This is an optimization exercise on Yosys and OpenROAD, whose aim is small area and a short achievable clock period, not a production implementation. RTL that was checked went through simulation tests only; none was proved equivalent to the original. No activity file was given, so power comes from the tool's default toggle rates.

## multi_channel_snooper
module multi_channel_snooper
#(
    parameter int NUM_CH      = 4,
    parameter int TDATA_WIDTH = 512,
    parameter int TKEEP_WIDTH = TDATA_WIDTH / 8,
    parameter int CNT_WIDTH   = 20
) (
    input  logic                          clk,
    input  logic                          areset,
    input  logic [NUM_CH*TKEEP_WIDTH-1:0] mon_TKEEP,
    input  logic [NUM_CH-1:0]             mon_TVALID,
    input  logic [NUM_CH-1:0]             mon_TREADY,
    input  logic [NUM_CH-1:0]             mon_TLAST,
    input  logic [NUM_CH-1:0]             ch_enable,
    input  logic                          measure,
    output logic [63:0]                   report_TDATA,
    output logic [7:0]                    report_TKEEP,
    output logic                          report_TVALID,
    input  logic                          report_TREADY,
    output logic                          report_TLAST,
    output logic                          busy,
    output logic [NUM_CH*CNT_WIDTH-1:0]   pkt_size,
    output logic [NUM_CH-1:0]             pkt_size_valid,
    output logic                          measure_sync_out
);
    localparam int NUM_WORDS = 1 + snoop_pkg::WORDS_PER_CH * NUM_CH;
    localparam int IDX_W     = $clog2(NUM_WORDS);
    localparam logic [CNT_WIDTH-1:0] ONES = '1;
    snoop_pkg::state_t    state;
    logic                 clear;
    logic                 in_measure;
    logic [NUM_CH-1:0]    beat;
    logic [CNT_WIDTH-1:0] cycle_cnt;
    logic [IDX_W-1:0]     idx;
    logic                 at_last;
    logic [CNT_WIDTH-1:0] word;
    logic [CNT_WIDTH-1:0] tdata_r;
  ...
Size in the first run: ~3300 cells after synthesis, about 570 flip-flops, about 440 I/O pins, roughly 0.033 mm² of cells after synthesis.
clock: 14.0 ns
lec_check: 0
cap_margin: 20
core_margin: 2
core_utilization: 40
slew_margin: 20
run.sh (not shown) runs the stock make flow with config.mk's settings and CLKGATE_MAP_FILE= SYNTH_SCRIPT=/design/flow/synth_recipe.tcl, a recipe that flattens the netlist after the stock synthesis.
The baseline completed with no timing, DRC or antenna violations.
==> next run, changes <==
==> flow/flow/run.sh (new file) <==
#!/bin/bash
# Layout flow: the standard layout (standard synthesis unchanged), with the port buffers
# made from a small buffer instead of the resizer's default delay cell, and timing repair
# aiming for a setup slack of 9 ns at the design's clock. Every tool's output goes to a log
# file in this folder; ORFS keeps its per-step logs under orfs/logs/.
set -euo pipefail
bash standard.sh synth > synth.log 2>&1
bash standard.sh "BUFFER_PORTS_ARGS=-buffer_cell sky130_fd_sc_hd__buf_1" SETUP_SLACK_MARGIN=9 finish > layout.log 2>&1
==> flow/standard.sh (new file) <==
#!/bin/bash
# synth_recipe.tcl (not shown) runs the flow's synth.tcl, then flattens the netlist and writes it again
# the make line also repeats each setting of config.mk as NAME=value (left out here)
make -C /OpenROAD-flow-scripts/flow DESIGN_CONFIG=/design/flow/config.mk WORK_HOME=/design/flow/orfs CLKGATE_MAP_FILE= SYNTH_SCRIPT=/design/flow/synth_recipe.tcl "${@:-finish}"
removed: flow/run.sh
After rerunning: Combinational power climbs by roughly a tenth. Clock-buffer cell count climbs by 13. Core utilization climbs by 3.1 points. First-iteration DRC count climbs by about a fifth.

========
Another version of the RTL of multi_channel_snooper (not shown whole).
Size: roughly 3,400 cells after synthesis, ~550 flip-flops, ~33,000 sq um of cells after synthesis.
clock: 14.0 ns
lec_check: 0
cap_margin: 20
core_margin: 2
core_utilization: 40
slew_margin: 20
standard.sh (not shown) runs the stock make flow with config.mk's settings and CLKGATE_MAP_FILE= SYNTH_SCRIPT=/design/flow/synth_recipe.tcl, a recipe that flattens the netlist after the stock synthesis.
==> flow/flow/run.sh <==
#!/bin/bash
# Layout flow: the standard layout (standard synthesis unchanged), with the port buffers
# made from a small buffer instead of the resizer's default delay cell, timing repair aiming
# for a setup slack of 8 ns at the design's clock, and a leaner clock tree. Every tool's
# output goes to a log file in this folder; ORFS keeps its per-step logs under orfs/logs/.
set -euo pipefail
bash standard.sh synth > synth.log 2>&1
bash standard.sh "BUFFER_PORTS_ARGS=-buffer_cell sky130_fd_sc_hd__buf_1" SETUP_SLACK_MARGIN=8 \
    "CTS_ARGS=-sink_clustering_enable -repair_clock_nets -dont_use_dummy_load -sink_clustering_size 24 -sink_clustering_max_diameter 120" finish > layout.log 2>&1
Rerun with:
--- a/flow/flow/run.sh
+++ b/flow/flow/run.sh
@@ -7,3 +7,3 @@
 bash standard.sh synth > synth.log 2>&1
-bash standard.sh "BUFFER_PORTS_ARGS=-buffer_cell sky130_fd_sc_hd__buf_1" SETUP_SLACK_MARGIN=8 \
+bash standard.sh "BUFFER_PORTS_ARGS=-buffer_cell sky130_fd_sc_hd__buf_1" SETUP_SLACK_MARGIN=8.6 \
     "CTS_ARGS=-sink_clustering_enable -repair_clock_nets -dont_use_dummy_load -sink_clustering_size 24 -sink_clustering_max_diameter 120" finish > layout.log 2>&1
Effect: Power climbs by 12%; area after synthesis stays the same; via count grows by about 7%; clock power climbs by about 1%; fmax climbs by about 0.8%; worst setup slack improves by 0.050 ns; final cell count climbs by about 6%.

========
## ember
Starting RTL as in the previous note.
export LEC_CHECK = 0
export CAP_MARGIN = 20
export CORE_MARGIN = 2
export CORE_UTILIZATION = 40
export SLEW_MARGIN = 20
create_clock -name core_clock -period 14.0 [get_ports {clk}]
==> flow/flow/run.sh <==
#!/bin/bash
# Layout flow: the standard layout (standard synthesis unchanged), with the port buffers
# made from a small buffer instead of the resizer's default delay cell, timing repair aiming
# for a setup slack of 8.6 ns at the design's clock on the worst 5% of endpoints, and a leaner
# clock tree. Every tool's
# output goes to a log file in this folder; ORFS keeps its per-step logs under orfs/logs/.
set -euo pipefail
bash standard.sh synth > synth.log 2>&1
bash standard.sh "BUFFER_PORTS_ARGS=-buffer_cell sky130_fd_sc_hd__buf_1" SETUP_SLACK_MARGIN=8.6 TNS_END_PERCENT=5 \
    "CTS_ARGS=-sink_clustering_enable -repair_clock_nets -dont_use_dummy_load -sink_clustering_size 24 -sink_clustering_max_diameter 120" finish > layout.log 2>&1
The inputs of delta differ from those of ember as listed below.
Settings: CTS_CLUSTER_SIZE now 24, previously not set; CTS_CLUSTER_DIAMETER now 120, previously not set.
==> flow/run.sh (new file) <==
#!/bin/bash
# synth_recipe.tcl (not shown) runs the flow's synth.tcl, then flattens the netlist and writes it again
# the make line also repeats each setting of config.mk as NAME=value (left out here)
make -C /OpenROAD-flow-scripts/flow DESIGN_CONFIG=/design/flow/config.mk WORK_HOME=/design/flow/orfs CLKGATE_MAP_FILE= SYNTH_SCRIPT=/design/flow/synth_recipe.tcl finish
removed: flow/flow/run.sh
removed: flow/standard.sh
[summary]
- The start point of the critical path comes out mon_TKEEP[161] in one run and g_ch[2].u_ch.pr[0]$_DFF_P_ in the other, namely in ember and delta respectively.
- Sort delta and ember by power, descending, and ember comes first.
- delta gives less share of power burned in combinational logic than ember did.
- Between delta and ember, it is delta whose number of cells traversed by the worst hold path is lower, by 1.
- From delta to ember, share of the synthesized area in compound gates (AO/OA/AOI/OAI) did not move at all.
- delta vs. ember: number of inserted diodes higher, portion of total power attributed to the clock network saw an increase, sequential portion of the cell area moved down, combinational power saw a decrease.
- In delta relative to ember, wire length of the first global-routing pass had gone up slightly.
Modified inputs, sierra compared to delta
Settings: clearing CTS_CLUSTER_DIAMETER, which used to be 120; clearing CTS_CLUSTER_SIZE, which used to be 24.
==> flow/flow/run.sh (new file) <==
#!/bin/bash
# Layout flow: the standard layout (standard synthesis unchanged), with the port buffers
# made from a small buffer instead of the resizer's default delay cell, timing repair aiming
# for a setup slack of 8 ns at the design's clock, and a leaner clock tree. Every tool's
# output goes to a log file in this folder; ORFS keeps its per-step logs under orfs/logs/.
set -euo pipefail
bash standard.sh synth > synth.log 2>&1
bash standard.sh "BUFFER_PORTS_ARGS=-buffer_cell sky130_fd_sc_hd__buf_1" SETUP_SLACK_MARGIN=7.8 \
    "CTS_ARGS=-sink_clustering_enable -repair_clock_nets -dont_use_dummy_load -sink_clustering_size 24 -sink_clustering_max_diameter 120" finish > layout.log 2>&1
==> flow/standard.sh (new file) <==
#!/bin/bash
# synth_recipe.tcl (not shown) runs the flow's synth.tcl, then flattens the netlist and writes it again
# the make line also repeats each setting of config.mk as NAME=value (left out here)
make -C /OpenROAD-flow-scripts/flow DESIGN_CONFIG=/design/flow/config.mk WORK_HOME=/design/flow/orfs CLKGATE_MAP_FILE= SYNTH_SCRIPT=/design/flow/synth_recipe.tcl "${@:-finish}"
removed: flow/run.sh
==> run notes <==
sierra and delta ended up with roughly the same number of global-route vias before repair.
Worst ir drop on vdd: sierra vs delta down 19%
Relative to delta, power decreased by about 2.3% in sierra.
Compared to delta, sierra has final wirelength about 2% lower.
[sierra] number of instances on the worst hold path rose 1 relative to delta
Critical path launch point: g_ch[1].u_ch.pr[0]$_DFF_P_ -> sierra, g_ch[2].u_ch.pr[0]$_DFF_P_ -> delta
Per the comparison of sierra with delta, maximum number of pins on one net before global-route repair went down 58; switching fraction of total power grew by 0.79 points.
Summary of the comparison: number of antenna violations at the first check in global routing is lower in sierra, relative to delta.
Looking at worst slack on hold paths across delta and sierra, the one that comes out lower is sierra.

========
09-28:
multi_channel_snooper, a different RTL version from the one above (not shown whole).
For scale: about 3500 cells after synthesis, ~550 flip-flops, ~440 I/O pins, about 0.033 mm² of cells after synthesis.
clock: 14.0 ns
lec_check: 0
cap_margin: 20
core_margin: 2
core_utilization: 40
slew_margin: 20
==> flow/flow/run.sh <==
#!/bin/bash
# Layout flow: the standard layout (standard synthesis unchanged), with the port buffers
# made from a small buffer instead of the resizer's default delay cell, timing repair aiming
# for a setup slack of 8 ns at the design's clock, and a leaner clock tree. Every tool's
# output goes to a log file in this folder; ORFS keeps its per-step logs under orfs/logs/.
set -euo pipefail
bash standard.sh synth > synth.log 2>&1
bash standard.sh "BUFFER_PORTS_ARGS=-buffer_cell sky130_fd_sc_hd__buf_1" SETUP_SLACK_MARGIN=8.6 TNS_END_PERCENT=5 \
    "CTS_ARGS=-sink_clustering_enable -repair_clock_nets -dont_use_dummy_load -sink_clustering_size 24 -sink_clustering_max_diameter 120" finish > layout.log 2>&1
09-28 ended with every stage complete and zero timing, DRC or antenna violations.
Relative to 09-28, the following input files were edited for 09-08:
--- a/flow/flow/run.sh
+++ b/flow/flow/run.sh
@@ -7,3 +7,3 @@
 bash standard.sh synth > synth.log 2>&1
-bash standard.sh "BUFFER_PORTS_ARGS=-buffer_cell sky130_fd_sc_hd__buf_1" SETUP_SLACK_MARGIN=8.6 TNS_END_PERCENT=5 \
+bash standard.sh "BUFFER_PORTS_ARGS=-buffer_cell sky130_fd_sc_hd__buf_1" SETUP_SLACK_MARGIN=8.9 TNS_END_PERCENT=5 \
     "CTS_ARGS=-sink_clustering_enable -repair_clock_nets -dont_use_dummy_load -sink_clustering_size 24 -sink_clustering_max_diameter 120" finish > layout.log 2>&1
Findings:
- The routed wire length was comparable across 09-28 and 09-08.
- 09-08 -> 09-28: combinational power flat
- [compare] base=09-28 new=09-08: final critical-path required period closely matched the old numbers, power share of the combinational group lost 0.2 points.
Function was not checked in any run of this note: the RTL went through the layout flow alone.

==> what the ideal ports hide <==
No port has a modelled driver above. Below, the same layouts with a new extraction and two added sets of constraints. Step 1 sets driving cells, clkbuf_16 on the clock port and buf_2 on the other inputs (assumed; they add their load-dependent delay and slew). Step 2 moves the port delays by t, midway between the first and last clock arrival at a register: inputs arrive t later, outputs are due t later. That takes back most of the time a late clock gives input paths. Three values: ideal, step 1, step 2; two values: the first two.
run	shift t [ns]	setup WS [ns]	latest minus earliest clock arrival (ns)	slew at the worst register clock pin (ns)
the first run of note 1	0.706	6.904 / 6.836 / 6.569	0.036 / 0.035	0.07 / 0.07
the second run of note 1	0.681	7.681 / 7.710 / 7.029	0.042 / 0.042	0.06 / 0.06
the first run of note 2	0.673	8.025 / 7.953 / 7.422	0.048 / 0.048	0.11 / 0.11
the second run of note 2	0.681	8.075 / 8.050 / 7.438	0.084 / 0.084	0.11 / 0.11
ember	0.664	8.092 / 8.055 / 7.441	0.038 / 0.038	0.11 / 0.11
delta	0.683	6.683 / 6.611 / 7.005	0.022 / 0.022	0.11 / 0.11
sierra	0.667	7.822 / 7.757 / 7.428	0.056 / 0.056	0.10 / 0.10
09-28	0.644	8.241 / 8.180 / 7.713	0.045 / 0.044	0.10 / 0.10
09-08	0.644	8.240 / 8.179 / 7.735	0.044 / 0.044	0.11 / 0.11
After both steps setup and hold are still met in every run listed. For the second run of note 1, which loses most, drivers alone change the setup slack by +0.029 ns; drivers and shift together by -0.652 ns.
